From an optimization exercise on the open Yosys and OpenROAD flow, aimed at small area; shortcuts taken in it are not production practice.
At most, simulation tests tie the RTL to the original design; equivalence was not proved.
No activity file was given, so power comes from the tool's default toggle rates.

==> trial 35 <==
==> flow/design.v <==
module apb3_slave_regbank (
    input  logic        clk,
    input  logic        rst,
    input  logic [7:0]  paddr,
    input  logic        pwrite,
    input  logic        psel,
    input  logic        penable,
    input  logic [31:0] pwdata,
    output logic [31:0] prdata,
    output logic        pready,
    output logic        pslverr
);
    localparam int N = 48;
    logic        act_q;               
    logic        err_q, wv_q;         
    logic [31:0] wd_q;
    logic [3:0]  t16_q;
    logic [1:0]  t3_q;
    logic [15:0] o16_q;
    logic [2:0]  o3w_q, o3r_q;
    logic        pend_q;              
    logic        clr1_q;              
    logic [31:0] ring [N];
    logic        err_in, act_d, complete, odd, commit, clr;
    logic [3:0]  p16_in;
    logic [1:0]  p3_in;
    logic [15:0] dec16;
    logic [2:0]  dec3;
    logic [N-1:0]   rsel;
    logic [N/2-1:0] wsel;
    assign err_in   = (paddr[1:0] != 2'b00) || (paddr[7:6] == 2'b11);
    assign act_d    = ~rst & psel & ~penable;
    assign complete = act_q & psel & penable;
    assign odd      = |{o16_q[15], o16_q[13], o16_q[11], o16_q[9],
                        o16_q[7], o16_q[5], o16_q[3], o16_q[1]};
    assign commit   = ~rst & (pend_q | (complete & wv_q)) & odd;
    assign clr      = rst | clr1_q;
    always_comb begin
        logic [2:0] s3;
        p16_in = paddr[5:2] + t16_q + 4'd1;
        s3     = {1'b0, paddr[7:6]} + {1'b0, t3_q} + 3'd1;
        p3_in  = (s3 >= 3'd6) ? 2'(s3 - 3'd6) : (s3 >= 3'd3) ? 2'(s3 - 3'd3) : s3[1:0];
        dec16  = 16'b1 << p16_in;
        dec3   = 3'b1 << p3_in;
    end
    always_ff @(posedge clk) begin
        act_q  <= act_d;
        pend_q <= ~rst & complete & wv_q & ~odd;
        clr1_q <= rst;
        if (rst) begin
            t16_q <= '0;
            t3_q  <= '0;
        end else begin
            t16_q <= t16_q + 4'd1;
            t3_q  <= (t3_q == 2'd2) ? 2'd0 : t3_q + 2'd1;
        end
        if (!act_q) begin
            err_q <= err_in;
            wv_q  <= pwrite & ~err_in;
            wd_q  <= pwdata;
            o16_q <= dec16;
            o3w_q <= dec3;
        end else begin
            o16_q <= {o16_q[14:0], o16_q[15]};
            o3w_q <= {o3w_q[1:0], o3w_q[2]};
        end
        if (!act_d)
            o3r_q <= '0;
        else if (!act_q)
            o3r_q <= dec3 & {3{~pwrite & ~err_in}};
        else
            o3r_q <= {o3r_q[1:0], o3r_q[2]};
    end
    always_comb begin
        for (int p = 0; p < N; p++)
            rsel[p] = o16_q[p % 16] & o3r_q[p % 3];
        for (int k = 0; k < N / 2; k++)
            wsel[k] = commit & o16_q[(2 * k + N - 1) % 16] & o3w_q[(2 * k + N - 1) % 3];
    end
    logic [31:0] tap_d [N/2];
    logic [N/2-1:0] ka, kb;
    logic [31:0] nb_t, nb_i;
    logic [31:0] nbk [N/2];
    assign nb_t = ~wd_q;
    assign nb_i = wd_q & {32{~clr}};
    for (genvar k = 0; k < N / 2; k++) begin : g_tap
        if (k % 2 == 0) begin : g_t
            assign ka[k]  = wsel[k] | clr;
            assign kb[k]  = ~wsel[k];
            assign nbk[k] = nb_t;
        end else begin : g_i
            assign ka[k]  = wsel[k] | clr;
            assign kb[k]  = ~(wsel[k] | clr);
            assign nbk[k] = nb_i;
        end
        for (genvar b = 0; b < 32; b++) begin : g_b
            rb_tap u (.ka(ka[k]), .s(ring[(2 * k + N - 1) % N][b]), .kb(kb[k]),
                      .nb(nbk[k][b]), .y(tap_d[k][b]));
        end
    end
    always_ff @(posedge clk) begin
        for (int k = 0; k < N / 2; k++) begin
            ring[2 * k]     <= tap_d[k];
            ring[2 * k + 1] <= ring[2 * k];
        end
    end
    for (genvar b = 0; b < 32; b++) begin : g_rd
        logic [7:0]  lo;
        logic [11:0] hi;
        for (genvar g = 0; g < 8; g++) begin : g_t
            localparam int P0 = 4 * ((3 * g) / 2) + (3 * g) % 2;
            localparam int P1 = 4 * ((3 * g + 1) / 2) + (3 * g + 1) % 2;
            localparam int P2 = 4 * ((3 * g + 2) / 2) + (3 * g + 2) % 2;
            rb_rdt u (.s0(rsel[P0]), .d0(ring[P0][b]), .s1(rsel[P1]), .d1(ring[P1][b]),
                      .s2(rsel[P2]), .d2(ring[P2][b]), .y(lo[g]));
        end
        for (genvar j = 0; j < 12; j++) begin : g_i
            rb_rdi u (.ns0(~rsel[4 * j + 2]), .d0(ring[4 * j + 2][b]),
                      .ns1(~rsel[4 * j + 3]), .d1(ring[4 * j + 3][b]), .y(hi[j]));
        end
        logic [5:0] lo2;
        logic [3:0] hi2;
        for (genvar j = 0; j < 6; j++) begin : g_n
            rb_nor2 u (.a(hi[2 * j]), .b(hi[2 * j + 1]), .y(lo2[j]));
        end
        rb_nand4 u_n0 (.a(lo[0]), .b(lo[1]), .c(lo[2]), .d(lo[3]), .y(hi2[0]));
        rb_nand4 u_n1 (.a(lo[4]), .b(lo[5]), .c(lo[6]), .d(lo[7]), .y(hi2[1]));
        rb_nand4 u_n2 (.a(lo2[0]), .b(lo2[1]), .c(lo2[2]), .d(lo2[3]), .y(hi2[2]));
        rb_nand2 u_n3 (.a(lo2[4]), .b(lo2[5]), .y(hi2[3]));
        rb_or4   u_o  (.a(hi2[0]), .b(hi2[1]), .c(hi2[2]), .d(hi2[3]), .y(prdata[b]));
    end
    assign pready  = act_q;
    assign pslverr = act_q & err_q;
endmodule
module rb_tap (input logic ka, s, kb, nb, output logic y);
    assign y = ~((ka | s) & (kb | nb));
endmodule
module rb_rdt (input logic s0, d0, s1, d1, s2, d2, output logic y);
    assign y = ~((s0 & d0) | (s1 & d1) | (s2 & d2));
endmodule
module rb_rdi (input logic ns0, d0, ns1, d1, output logic y);
    assign y = ~((ns0 | d0) & (ns1 | d1));
endmodule
module rb_nor2 (input logic a, b, output logic y);
    assign y = ~(a | b);
endmodule
module rb_nand4 (input logic a, b, c, d, output logic y);
    assign y = ~(a & b & c & d);
endmodule
module rb_nand2 (input logic a, b, output logic y);
    assign y = ~(a & b);
endmodule
module rb_or4 (input logic a, b, c, d, output logic y);
    assign y = a | b | c | d;
endmodule
==> flow/run.sh <==
#!/bin/bash
# synth_recipe.tcl (not shown) runs the flow's synth.tcl, then flattens the netlist and writes it again
# the make line also repeats each setting of config.mk as NAME=value (left out here)
make -C /OpenROAD-flow-scripts/flow DESIGN_CONFIG=/design/flow/config.mk WORK_HOME=/design/flow/orfs CLKGATE_MAP_FILE= SYNTH_SCRIPT=/design/flow/synth_recipe.tcl finish
==> flow/config.mk <==
export PLATFORM = sky130hd
export DESIGN_NAME = apb3_slave_regbank
export DESIGN_NICKNAME = apb3_slave_regbank
export VERILOG_FILES = /design/flow/design.v
export SDC_FILE = /design/flow/constraint.sdc
export NUM_CORES = 4
export LEC_CHECK = 0
export CAP_MARGIN = 20
export CORE_MARGIN = 2
export CORE_UTILIZATION = 60
export CTS_BUF_LIST = sky130_fd_sc_hd__clkbuf_8 sky130_fd_sc_hd__clkbuf_16
export CTS_CLUSTER_DIAMETER = 80
export CTS_CLUSTER_SIZE = 25
export PLACE_DENSITY = 0.7
export SETUP_SLACK_MARGIN = 0.2
export SLEW_MARGIN = 20
export SYNTH_HIERARCHICAL = 1
export SYNTH_MINIMUM_KEEP_SIZE = 0
==> flow/constraint.sdc <==
create_clock -name core_clock -period 5.0 [get_ports {clk}]
set_input_delay 1.0000 -clock core_clock [delete_from_list [all_inputs] [get_ports {clk}]]
set_output_delay 1.0000 -clock core_clock [all_outputs]
set_load 0.01 [all_outputs]
==> build 7: changes against trial 35 <==
==> flow/design.v, changed modules only <==
module apb3_slave_regbank (
    input  logic        clk,
    input  logic        rst,
    input  logic [7:0]  paddr,
    input  logic        pwrite,
    input  logic        psel,
    input  logic        penable,
    input  logic [31:0] pwdata,
    output logic [31:0] prdata,
    output logic        pready,
    output logic        pslverr
);
    localparam int N = 48;
    logic        act_q;               
    logic        err_q, rd_q, wv_q;   
    logic [31:0] wd_q;
    logic [3:0]  p16_q, t16_q;        
    logic [1:0]  p3_q, t3_q;
    logic        pend_q;              
    logic        clr1_q;              
    logic [31:0] ring [N];
    logic        err_in, complete, commit, clr;
    logic [N-1:0] sel;
    logic [N/2-1:0] wsel;
    logic [3:0]  p16_in;
    logic [1:0]  p3_in, t3_inc, p3_inc;
    assign err_in   = (paddr[1:0] != 2'b00) || (paddr[7:6] == 2'b11);
    assign complete = act_q & psel & penable;
    assign commit   = ~rst & (pend_q | (complete & wv_q)) & p16_q[0];
    assign clr      = rst | clr1_q;
    function automatic logic [1:0] inc3(input logic [1:0] x);
        inc3 = (x == 2'd2) ? 2'd0 : x + 2'd1;
    endfunction
    always_comb begin
        logic [2:0] s3;
        p16_in = paddr[5:2] + t16_q + 4'd1;
        s3     = {1'b0, paddr[7:6]} + {1'b0, t3_q} + 3'd1;
        p3_in  = (s3 >= 3'd6) ? 2'(s3 - 3'd6) : (s3 >= 3'd3) ? 2'(s3 - 3'd3) : s3[1:0];
        t3_inc = inc3(t3_q);
        p3_inc = inc3(p3_q);
    end
    always_comb begin
        for (int p = 0; p < N; p++)
            sel[p] = (p16_q == 4'(p % 16)) && (p3_q == 2'(p % 3));
        for (int k = 0; k < N / 2; k++)
            wsel[k] = commit && sel[(2 * k + N - 1) % N];
    end
    always_ff @(posedge clk) begin
        act_q  <= ~rst & psel & ~penable;
        pend_q <= ~rst & complete & wv_q & ~p16_q[0];
        clr1_q <= rst;
        if (rst) begin
            t16_q <= '0;
            t3_q  <= '0;
        end else begin
            t16_q <= t16_q + 4'd1;
            t3_q  <= t3_inc;
        end
        if (!act_q) begin
            err_q <= err_in;
            rd_q  <= ~pwrite & ~err_in;
            wv_q  <= pwrite & ~err_in;
            wd_q  <= pwdata;
            p16_q <= p16_in;
            p3_q  <= p3_in;
        end else begin
            p16_q <= p16_q + 4'd1;
            p3_q  <= p3_inc;
        end
    end
    logic [31:0] tap_d [N/2];
    logic [N/2-1:0] ka, kb;
    logic [31:0] nb_t, nb_i;
    logic [31:0] nbk [N/2];
    assign nb_t = ~wd_q;
    assign nb_i = wd_q & {32{~clr}};
    for (genvar k = 0; k < N / 2; k++) begin : g_tap
        if (k % 2 == 0) begin : g_t
            assign ka[k] = wsel[k] | clr;
            assign kb[k] = ~wsel[k];
            assign nbk[k] = nb_t;
        end else begin : g_i
            assign ka[k] = wsel[k] | clr;
            assign kb[k] = ~(wsel[k] | clr);
            assign nbk[k] = nb_i;
        end
        for (genvar b = 0; b < 32; b++) begin : g_b
            rb_tap u (.ka(ka[k]), .s(ring[(2 * k + N - 1) % N][b]), .kb(kb[k]),
                      .nb(nbk[k][b]), .y(tap_d[k][b]));
        end
    end
    always_ff @(posedge clk) begin
        for (int k = 0; k < N / 2; k++) begin
            ring[2 * k]     <= tap_d[k];
            ring[2 * k + 1] <= ring[2 * k];
        end
    end
    logic        rden;
    logic [N-1:0] rsel;
    assign rden = act_q & rd_q;
    assign rsel = sel & {N{rden}};
    for (genvar b = 0; b < 32; b++) begin : g_rd
        logic [7:0]  lo;
        logic [11:0] hi;
        for (genvar g = 0; g < 8; g++) begin : g_t
            localparam int P0 = 4 * ((3 * g) / 2) + (3 * g) % 2;
            localparam int P1 = 4 * ((3 * g + 1) / 2) + (3 * g + 1) % 2;
            localparam int P2 = 4 * ((3 * g + 2) / 2) + (3 * g + 2) % 2;
            rb_rdt u (.s0(rsel[P0]), .d0(ring[P0][b]), .s1(rsel[P1]), .d1(ring[P1][b]),
                      .s2(rsel[P2]), .d2(ring[P2][b]), .y(lo[g]));
        end
        for (genvar j = 0; j < 12; j++) begin : g_i
            rb_rdi u (.ns0(~rsel[4 * j + 2]), .d0(ring[4 * j + 2][b]),
                      .ns1(~rsel[4 * j + 3]), .d1(ring[4 * j + 3][b]), .y(hi[j]));
        end
        logic [2:0] lo2, hi2;
        for (genvar j = 0; j < 3; j++) begin : g_n
            rb_nor4 u (.a(hi[4 * j]), .b(hi[4 * j + 1]), .c(hi[4 * j + 2]), .d(hi[4 * j + 3]),
                       .y(lo2[j]));
        end
        rb_nand4 u_n0 (.a(lo[0]), .b(lo[1]), .c(lo[2]), .d(lo[3]), .y(hi2[0]));
        rb_nand4 u_n1 (.a(lo[4]), .b(lo[5]), .c(lo[6]), .d(lo[7]), .y(hi2[1]));
        rb_nand3 u_n2 (.a(lo2[0]), .b(lo2[1]), .c(lo2[2]), .y(hi2[2]));
        rb_or3   u_o  (.a(hi2[0]), .b(hi2[1]), .c(hi2[2]), .y(prdata[b]));
    end
    assign pready  = act_q;
    assign pslverr = act_q & err_q;
endmodule
module rb_nor4 (input logic a, b, c, d, output logic y);
    assign y = ~(a | b | c | d);
endmodule
module rb_nand3 (input logic a, b, c, output logic y);
    assign y = ~(a & b & c);
endmodule
module rb_or3 (input logic a, b, c, output logic y);
    assign y = a | b | c;
endmodule
// module rb_nor2 removed
// module rb_nand2 removed
// module rb_or4 removed
CORE_UTILIZATION = 50   (was 60)
CTS_BUF_LIST = sky130_fd_sc_hd__clkbuf_4 sky130_fd_sc_hd__clkbuf_8   (was sky130_fd_sc_hd__clkbuf_8 sky130_fd_sc_hd__clkbuf_16)
CTS_CLUSTER_DIAMETER = unset   (was 80)
CTS_CLUSTER_SIZE = unset   (was 25)
PLACE_DENSITY = unset   (was 0.7)
SETUP_SLACK_MARGIN = unset   (was 0.2)
==> build 52: changes against trial 35 <==
==> flow/flow/run.sh (new file) <==
#!/bin/bash
# The standard layout, with plain buffers (instead of the default delay-cell
# choice) on the input and output ports.
set -euo pipefail
export BUFFER_PORTS_ARGS="-buffer_cell sky130_fd_sc_hd__buf_2"
bash standard.sh > standard.log 2>&1
==> flow/standard.sh (new file) <==
#!/bin/bash
# synth_recipe.tcl (not shown) runs the flow's synth.tcl, then flattens the netlist and writes it again
# the make line also repeats each setting of config.mk as NAME=value (left out here)
make -C /OpenROAD-flow-scripts/flow DESIGN_CONFIG=/design/flow/config.mk WORK_HOME=/design/flow/orfs CLKGATE_MAP_FILE= SYNTH_SCRIPT=/design/flow/synth_recipe.tcl "${@:-finish}"
CAP_MARGIN = 10   (was 20)
CORE_UTILIZATION = 45   (was 60)
CTS_CLUSTER_DIAMETER = 50   (was 80)
CTS_CLUSTER_SIZE = 30   (was 25)
PLACE_DENSITY = unset   (was 0.7)
SETUP_SLACK_MARGIN = 0.1   (was 0.2)
SLEW_MARGIN = 10   (was 20)
removed: flow/run.sh
==> comparison table <==
Area occupied by multi-input gates: build 7 14400 um2; trial 35 13190 um2; build 52 13120 um2
Final nets: build 7 4129; trial 35 3996; build 52 4036
Number of distinct library cells after synthesis: build 7 41; trial 35 40; build 52 40
Clock Buffer Count: build 7 383; trial 35 79; build 52 149
Clk. pwr: build 7 0.0117 W; trial 35 0.00684 W; build 52 0.0111 W
Critical Path Max Stage Delay: build 7 0.50 ns; trial 35 0.65 ns; build 52 0.65 ns
Clock root cell: build 7 sky130_fd_sc_hd__clkbuf_8; trial 35 sky130_fd_sc_hd__clkbuf_16; build 52 sky130_fd_sc_hd__clkbuf_16
Number of vias after detailed routing: build 7 40320; trial 35 39200; build 52 38400
Net switching power: build 7 0.006428 W; trial 35 0.005177 W; build 52 0.006539 W
Number of antenna violations at the first check in global routing: build 7 11; trial 35 6; build 52 2
Post-detailed-routing wire length: build 7 206.7 mm; trial 35 184.1 mm; build 52 192.4 mm
Reported combinational group power: build 7 0.00131 W; trial 35 0.00110 W; build 52 0.00106 W
Number of standard cells after synthesis: build 7 3514; trial 35 3672; build 52 3672
Worst relative slew slack: build 7 0.2519; trial 35 0.2435; build 52 0.1254
Hold endpoint: build 7 ring[21][10]$_DFF_P_; trial 35 ring[15][6]$_DFF_P_; build 52 ring[15][23]$_DFF_P_
Pint: build 7 0.02051 W; trial 35 0.01680 W; build 52 0.01967 W
Status: build 7 finished with violations; trial 35 no timing/DRC/antenna violations; build 52 no timing/DRC/antenna violations
Violated checks: build 7 setup timing; trial 35 -; build 52 -
For build 7, only the layout was checked, not whether the RTL still works.

-- afterwards: timing with drivers on the ports --
The results above use ideal ports. As a check the final layouts listed here were re-extracted and re-timed, cells and wires unchanged.
Step 1 (the two cells are an assumption about what drives the block):
set clk [get_ports {clk}]
set_driving_cell -lib_cell sky130_fd_sc_hd__clkbuf_16 $clk
set_driving_cell -lib_cell sky130_fd_sc_hd__buf_2 [delete_from_list [all_inputs] $clk]
Step 2 adds t to the input delays and takes it off the output delays; t is the mean of the earliest and latest rising clock arrival at the registers after step 1. Input paths then give back, and output paths get back, about the clock's delay inside the block.
Slacks: no drivers / after step 1 / after step 2; pairs: no drivers / after step 1.
| run | t, ns | slack for setup (ns) | hold slack, ns | clock arrival spread, ns | worst slew at a driven data input, ns |
|---|---|---|---|---|---|
| trial 35 | 0.729 | 0.251 / 0.179 / 0.713 | 0.340 / 0.340 / 0.340 | 0.027 / 0.028 | 0.04 |
| build 7 | 0.974 | -0.053 / -0.125 / 0.703 | 0.309 / 0.309 / 0.309 | 0.057 / 0.057 | 0.06 |
| build 52 | 0.827 | 0.143 / 0.076 / 0.903 | 0.314 / 0.314 / 0.314 | 0.054 / 0.054 | 0.04 |
